What follows belongs to an exercise in optimizing a design on an open flow for small area, a short achievable clock period and few clock cycles per item; a production flow would make more cautious choices.
Function was checked by simulation only, so behaviour that the tests miss may differ from the original.
No activity file was given, so power comes from the tool's default toggle rates.

== lane 1 ==
==> flow/design.v <==
`timescale 1ns/1ps
module fft_top (
  input  logic                       clk,
  input  logic                       reset_i,
  input  logic                       in_valid_i,
  output logic                       in_ready_o,
  input  logic [2*(4 + 4)-1:0] in_sample_i,
  output logic                       out_valid_o,
  input  logic                       out_ready_i,
  output logic [2*(4 + 4)-1:0] out_bin_o,
  output logic                       out_last_o
);
  logic [3:0][15:0] d_q, s_q, hi_q;
  logic [15:0]      bk1_q, bk3_q, bk5_q, bk7_q;
  logic [8:0]       z_q;
  logic             c7_q;
  logic [15:0]      out_q;
  logic             out_v_q, out_last_q;
  logic [2:0] fc_q;       
  logic       pa_cur_q;   
  logic [2:0] pa_q;       
  logic       bk_rdy_q;   
  logic [2:0] jc_q;       
  logic [2:0] ob_q;       
  logic       ir_q;       
  logic       rdy_q;      
  logic       vin_q;      
  logic [15:0] in_q;
  logic       st0_q, st1_q, w2_q, p2_q, p3_q, p4_q, p5_q, p6_q;
  logic       sa_d_q, sa_s0_q, sa_s1_q, sa_s2_q, sa_b1_q, sa_b3_q;
  logic       sb_d_q, sb_s1_q, sb_s2_q, sb_s3_q, sb_b5_q, sb_b7_q;
  logic       jx_q, j3_q;
  logic fire, start, step1, out_acc, ev, jstep;
  logic op;
  assign fire    = in_valid_i && rdy_q;
  assign op      = vin_q && ir_q;
  assign start   = st0_q;
  assign step1   = st1_q;
  assign out_acc = !out_v_q || out_ready_i;
  assign ev      = out_acc && (ob_q[2] || bk_rdy_q);
  assign jstep   = ev && !ob_q[2];
  logic [2:0] fc_n, pa_n, jc_n;
  logic       pa_cur_n, bk_rdy_n, ir_n;
  always_comb begin
    fc_n = op ? fc_q + 3'd1 : fc_q;
    if (op && fc_q == 3'd7)
      pa_cur_n = 1'b0;
    else if (start)
      pa_cur_n = 1'b1;
    else
      pa_cur_n = pa_cur_q;
    if (start)
      pa_n = 3'd1;
    else if (step1)
      pa_n = 3'd2;
    else if (pa_q >= 3'd2 && pa_q <= 3'd6)
      pa_n = pa_q + 3'd1;
    else
      pa_n = pa_q;
    if (p3_q)
      bk_rdy_n = 1'b1;
    else if (jstep && ob_q == 3'd3)
      bk_rdy_n = 1'b0;
    else
      bk_rdy_n = bk_rdy_q;
    if (p3_q)
      jc_n = 3'd0;
    else if (jstep)
      jc_n = jc_q + 3'd1;
    else
      jc_n = jc_q;
    case (fc_n)
      3'd0:             ir_n = (pa_n >= 3'd1);
      3'd1, 3'd2, 3'd3: ir_n = (pa_n >= 3'd2);
      3'd4, 3'd5:       ir_n = (pa_n >= 3'd4) && (jc_n >= 3'd1);
      3'd6:             ir_n = (pa_n >= 3'd4) && (jc_n >= 3'd3);
      default:          ir_n = pa_cur_n || (pa_n == 3'd7 && !bk_rdy_n);
    endcase
  end
  logic       w2_e, p2_e, p3_e, s1m_e;
  logic [2:0] ob_e;
  always_comb begin
    if (reset_i) begin
      w2_e = 1'b0;
      p2_e = 1'b0;
      p3_e = 1'b0;
      ob_e = 3'd0;
    end else begin
      w2_e = ((pa_n == 3'd7) && !bk_rdy_n && (fc_n == 3'd7) && !pa_cur_n) ||
             (pa_n == 3'd1);
      p2_e = (pa_n == 3'd2);
      p3_e = (pa_n == 3'd3);
      ob_e = ev ? ob_q + 3'd1 : ob_q;
    end
    s1m_e = w2_e || p2_e || p3_e;
  end
  always_ff @(posedge clk) begin
    sa_d_q  <= w2_e;
    sa_s0_q <= p2_e || (!s1m_e && ob_e[1:0] == 2'd0);
    sa_s1_q <= p3_e;
    sa_s2_q <= !s1m_e && ob_e[1:0] == 2'd2;
    sa_b1_q <= !s1m_e && ob_e[1:0] == 2'd1;
    sa_b3_q <= !s1m_e && ob_e[1:0] == 2'd3;
    sb_d_q  <= w2_e;
    sb_s2_q <= p2_e;
    sb_s3_q <= p3_e || (!s1m_e && ob_e[1:0] == 2'd2);
    sb_s1_q <= !s1m_e && ob_e[1:0] == 2'd0;
    sb_b5_q <= !s1m_e && ob_e[1:0] == 2'd1;
    sb_b7_q <= !s1m_e && ob_e[1:0] == 2'd3;
    jx_q    <= ob_e[1];
    j3_q    <= !s1m_e && ob_e[1:0] == 2'd3;
  end
  always_ff @(posedge clk) begin
    if (reset_i) begin
      fc_q     <= 3'd0;
      pa_cur_q <= 1'b0;
      pa_q     <= 3'd7;
      bk_rdy_q <= 1'b0;
      jc_q     <= 3'd4;
      ob_q     <= 3'd0;
      out_v_q  <= 1'b0;
      ir_q     <= 1'b1;
      rdy_q    <= 1'b1;
      vin_q    <= 1'b0;
      st0_q    <= 1'b0;
      st1_q    <= 1'b0;
      w2_q     <= 1'b0;
      p2_q     <= 1'b0;
      p3_q     <= 1'b0;
      p4_q     <= 1'b0;
      p5_q     <= 1'b0;
      p6_q     <= 1'b0;
    end else begin
      st0_q    <= (pa_n == 3'd7) && !bk_rdy_n && (fc_n == 3'd7) && !pa_cur_n;
      st1_q    <= (pa_n == 3'd1) && !pa_cur_n;
      w2_q     <= ((pa_n == 3'd7) && !bk_rdy_n && (fc_n == 3'd7) && !pa_cur_n) ||
                  (pa_n == 3'd1);
      p2_q     <= (pa_n == 3'd2);
      p3_q     <= (pa_n == 3'd3);
      p4_q     <= (pa_n == 3'd4);
      p5_q     <= (pa_n == 3'd5);
      p6_q     <= (pa_n == 3'd6);
      fc_q     <= fc_n;
      pa_cur_q <= pa_cur_n;
      pa_q     <= pa_n;
      bk_rdy_q <= bk_rdy_n;
      jc_q     <= jc_n;
      ir_q     <= ir_n;
      vin_q    <= rdy_q ? in_valid_i : vin_q;
      rdy_q    <= !(rdy_q ? in_valid_i : vin_q) || ir_n;
      if (ev) begin
        ob_q    <= ob_q + 3'd1;
        out_v_q <= 1'b1;
      end else if (out_acc) begin
        out_v_q <= 1'b0;
      end
    end
  end
  assign in_ready_o = rdy_q;
  always_ff @(posedge clk) begin
    if (rdy_q)
      in_q <= in_sample_i;
  end
  logic [15:0] x_sum, x_dif;
  assign x_sum = {d_q[0][15:8] + in_q[15:8], d_q[0][7:0] + in_q[7:0]};
  assign x_dif = {d_q[0][15:8] - in_q[15:8], d_q[0][7:0] - in_q[7:0]};
  always_ff @(posedge clk) begin
    if (op) begin
      d_q[0] <= d_q[1];
      d_q[1] <= d_q[2];
      d_q[2] <= d_q[3];
      d_q[3] <= fc_q[2] ? x_dif : in_q;
    end
  end
  logic [1:0]  j;
  logic        s1m;
  logic [15:0] opa, opb2;
  logic [7:0]  bx, by;
  logic        c_p, c_m;
  logic [8:0]  t_p, t_m;
  logic [7:0]  s1_lr, s1_hr, s1_p, s1_m;
  assign j   = ob_q[1:0];
  assign s1m = w2_q || p2_q || p3_q;
  assign opa = ({16{sa_d_q}}  & d_q[1]) | ({16{sa_s0_q}} & s_q[0]) |
               ({16{sa_s1_q}} & s_q[1]) | ({16{sa_s2_q}} & s_q[2]) |
               ({16{sa_b1_q}} & bk1_q)  | ({16{sa_b3_q}} & bk3_q);
  assign opb2 = ({16{sb_d_q}}  & {d_q[3][7:0], d_q[3][15:8]}) |
                ({16{sb_s1_q}} & s_q[1]) | ({16{sb_s2_q}} & s_q[2]) |
                ({16{sb_s3_q}} & s_q[3]) | ({16{sb_b5_q}} & bk5_q) |
                ({16{sb_b7_q}} & bk7_q);
  assign bx = opb2[15:8];
  assign by = opb2[7:0];
  assign c_p   = j3_q && !c7_q;
  assign c_m   = !j3_q || c7_q;
  assign t_p   = {opa[7:0], 1'b1} + {by, c_p};
  assign t_m   = {opa[7:0], 1'b1} + {~by, c_m};
  assign s1_lr = opa[15:8] + bx;
  assign s1_hr = opa[15:8] - bx;
  assign s1_p  = t_p[8:1];
  assign s1_m  = t_m[8:1];
  logic              tw7, tw_nr;
  logic signed [7:0] tw_r, tw_i;
  logic signed [8:0] tw_z;
  logic signed [12:0] tw_m;
  logic [7:0]        tw_f;
  assign tw7   = p4_q || p5_q;
  assign tw_nr = p3_q || p4_q;
  assign tw_r  = tw7 ? bk7_q[15:8] : bk5_q[15:8];
  assign tw_i  = tw7 ? bk7_q[7:0]  : bk5_q[7:0];
  assign tw_z  = tw_nr ? {tw_i[7], tw_i} - {tw_r[7], tw_r} : {tw_i[7], tw_i} + {tw_r[7], tw_r};
  assign tw_m  = {{4{z_q[8]}}, z_q} * 13'd11;
  assign tw_f  = tw_m[11:4];
  always_ff @(posedge clk) begin
    z_q <= tw_z;
    if (p6_q)
      c7_q <= (z_q[3:0] == 4'd0);
  end
  always_ff @(posedge clk) begin
    if (start) begin
      bk1_q <= {s1_lr, s1_m};                       
      bk3_q <= {s1_hr, s1_p};                       
    end
    if (step1) begin
      bk5_q <= {s1_lr, s1_m};                       
      bk7_q <= {s1_hr, s1_p};                       
    end
    if (p3_q) bk5_q[15:8] <= tw_f;          
    if (p4_q) bk5_q[7:0]  <= tw_f;          
    if (p5_q) bk7_q[15:8] <= tw_f;          
    if (p6_q) bk7_q[7:0]  <= tw_f;          
  end
  always_ff @(posedge clk) begin
    if (op && fc_q[2])
      s_q[fc_q[1:0]] <= x_sum;
    if (p2_q) begin
      s_q[0] <= {s1_lr, s1_p};                      
      s_q[2] <= {s1_hr, s1_m};                      
    end
    if (p3_q) begin
      s_q[1] <= {s1_lr, s1_p};                      
      s_q[3] <= {s1_m, s1_hr};                      
    end
  end
  logic [15:0] x_lo, x_hi;
  assign x_lo = {s1_lr, jx_q ? s1_m : s1_p};
  assign x_hi = {s1_hr, jx_q ? s1_p : s1_m};
  always_ff @(posedge clk) begin
    if (ev) begin
      out_q      <= ob_q[2] ? hi_q[0] : x_lo;
      out_last_q <= (ob_q == 3'd7);
      hi_q[0]    <= hi_q[1];
      hi_q[1]    <= hi_q[2];
      hi_q[2]    <= hi_q[3];
      hi_q[3]    <= x_hi;
    end
  end
  assign out_valid_o = out_v_q;
  assign out_bin_o   = out_q;
  assign out_last_o  = out_last_q;
endmodule
Settings: LEC_CHECK=0, ABC_AREA=1, CAP_MARGIN=20, CORE_MARGIN=2, CORE_UTILIZATION=40, SETUP_SLACK_MARGIN=3.0, SLEW_MARGIN=20; clock period 6.0 ns.
run.sh (not shown) runs the stock make flow with config.mk's settings and CLKGATE_MAP_FILE= SYNTH_SCRIPT=/design/flow/synth_recipe.tcl, a recipe that flattens the netlist after the stock synthesis.
Testbench counts of lane 1, summed over its fixed seeds: cycles 4,200, frames 512.
The following lists how lane 2 was set up differently from lane 1:
-- flow/design.v --
<<< lane 1, line 16
  logic             c7_q;
  logic [15:0]      out_q;
  logic             out_v_q, out_last_q;
  logic [2:0] fc_q;       
  logic       pa_cur_q;   
>>> lane 2, line 16
  logic             c7_q;
  logic [15:0]      out_q;
  logic             out_v_q;
  logic [2:0] fc_q;       
  logic       pa_cur_q;   
<<< lane 1, line 31
  logic       sb_d_q, sb_s1_q, sb_s2_q, sb_s3_q, sb_b5_q, sb_b7_q;
  logic       jx_q, j3_q;
  logic fire, start, step1, out_acc, ev, jstep;
  logic op;
>>> lane 2, line 31
  logic       sb_d_q, sb_s1_q, sb_s2_q, sb_s3_q, sb_b5_q, sb_b7_q;
  logic       jx_q, j3_q;
  logic       evc_q;      
  logic fire, start, step1, out_acc, ev, jstep;
  logic op;
<<< lane 1, line 38
  assign step1   = st1_q;
  assign out_acc = !out_v_q || out_ready_i;
  assign ev      = out_acc && (ob_q[2] || bk_rdy_q);
  assign jstep   = ev && !ob_q[2];
  logic [2:0] fc_n, pa_n, jc_n;
>>> lane 2, line 39
  assign step1   = st1_q;
  assign out_acc = !out_v_q || out_ready_i;
  assign ev      = out_acc && evc_q;
  assign jstep   = ev && !ob_q[2];
  logic [2:0] fc_n, pa_n, jc_n;
<<< lane 1, line 120
      ob_q     <= 3'd0;
      out_v_q  <= 1'b0;
      ir_q     <= 1'b1;
      rdy_q    <= 1'b1;
>>> lane 2, line 121
      ob_q     <= 3'd0;
      out_v_q  <= 1'b0;
      evc_q    <= 1'b0;
      ir_q     <= 1'b1;
      rdy_q    <= 1'b1;
<<< lane 1, line 147
      jc_q     <= jc_n;
      ir_q     <= ir_n;
      vin_q    <= rdy_q ? in_valid_i : vin_q;
      rdy_q    <= !(rdy_q ? in_valid_i : vin_q) || ir_n;
>>> lane 2, line 149
      jc_q     <= jc_n;
      ir_q     <= ir_n;
      evc_q    <= (ev ? (ob_q[2] ^ (ob_q[1:0] == 2'd3)) : ob_q[2]) || bk_rdy_n;
      vin_q    <= rdy_q ? in_valid_i : vin_q;
      rdy_q    <= !(rdy_q ? in_valid_i : vin_q) || ir_n;
<<< lane 1, line 159
  assign in_ready_o = rdy_q;
  always_ff @(posedge clk) begin
    if (rdy_q)
      in_q <= in_sample_i;
  end
>>> lane 2, line 162
  assign in_ready_o = rdy_q;
  always_ff @(posedge clk) begin
    if (!vin_q || ir_q)
      in_q <= in_sample_i;
  end
<<< lane 1, line 248
    if (ev) begin
      out_q      <= ob_q[2] ? hi_q[0] : x_lo;
      out_last_q <= (ob_q == 3'd7);
      hi_q[0]    <= hi_q[1];
      hi_q[1]    <= hi_q[2];
>>> lane 2, line 251
    if (ev) begin
      out_q      <= ob_q[2] ? hi_q[0] : x_lo;
      hi_q[0]    <= hi_q[1];
      hi_q[1]    <= hi_q[2];
<<< lane 1, line 257
  assign out_valid_o = out_v_q;
  assign out_bin_o   = out_q;
  assign out_last_o  = out_last_q;
endmodule
>>> lane 2, line 259
  assign out_valid_o = out_v_q;
  assign out_bin_o   = out_q;
  assign out_last_o  = (ob_q == 3'd0);
endmodule
- Re highest cell delay on the worst timing path: lane 2 is 130 ps down on lane 1.
- Post-route core utilization of lane 1 is on par with lane 2.
- Count of distinct cell types in the synthesized netlist | lane 2 below lane 1
- Looking at number of buffers added by the clock tree synthesis step, lane 2 sits 1 higher than lane 1 does.
- Relative to lane 1, the total power of lane 2 is higher by about 35%.
- Synthesized-area fraction occupied by ao, oa, aoi and oai cells essentially unchanged between lane 2 and lane 1.
- [lane 2 vs lane 1] setup slack of the worst register-to-register path: higher in lane 2
- In lane 2 the global-route usage turned out 0.47 points lower than in lane 1.
- The number of instances in the synthesized netlist on lane 2 is in line with that on lane 1.
- Compared lane 2 vs lane 1, and part of the total power dissipated in the clock network is down in lane 2.
Testbench counts of lane 2, summed over its fixed seeds: cycles 4,200, frames 512.

[static timing again, ports no longer ideal]
No port has a modelled driver above. Below, the same layouts with a new extraction and two added sets of constraints.
Step 1 sets driving cells, clkbuf_16 on the clock port and buf_2 on the other inputs (assumed; they add their load-dependent delay and slew).
Step 2 also shifts input and output timing later by t, the mid clock arrival at the registers, as if the neighbouring blocks saw the same clock.
a / b / c = ideal / step 1 / step 2; a / b = the first two.
run	t (ns)	setup WS [ns]	worst setup path at the end	latest minus earliest clock arrival (ns)	worst slew at a driven data input, ns
lane 1	0.601	2.922 / 2.922 / 2.688	input to register	0.033 / 0.033	0.03
lane 2	0.611	3.088 / 3.088 / 2.589	input to register	0.024 / 0.024	0.03
After both steps setup and hold are still met in every run listed. For lane 2, which loses most, drivers alone change the setup slack by 0.000 ns; drivers and shift together by -0.499 ns.
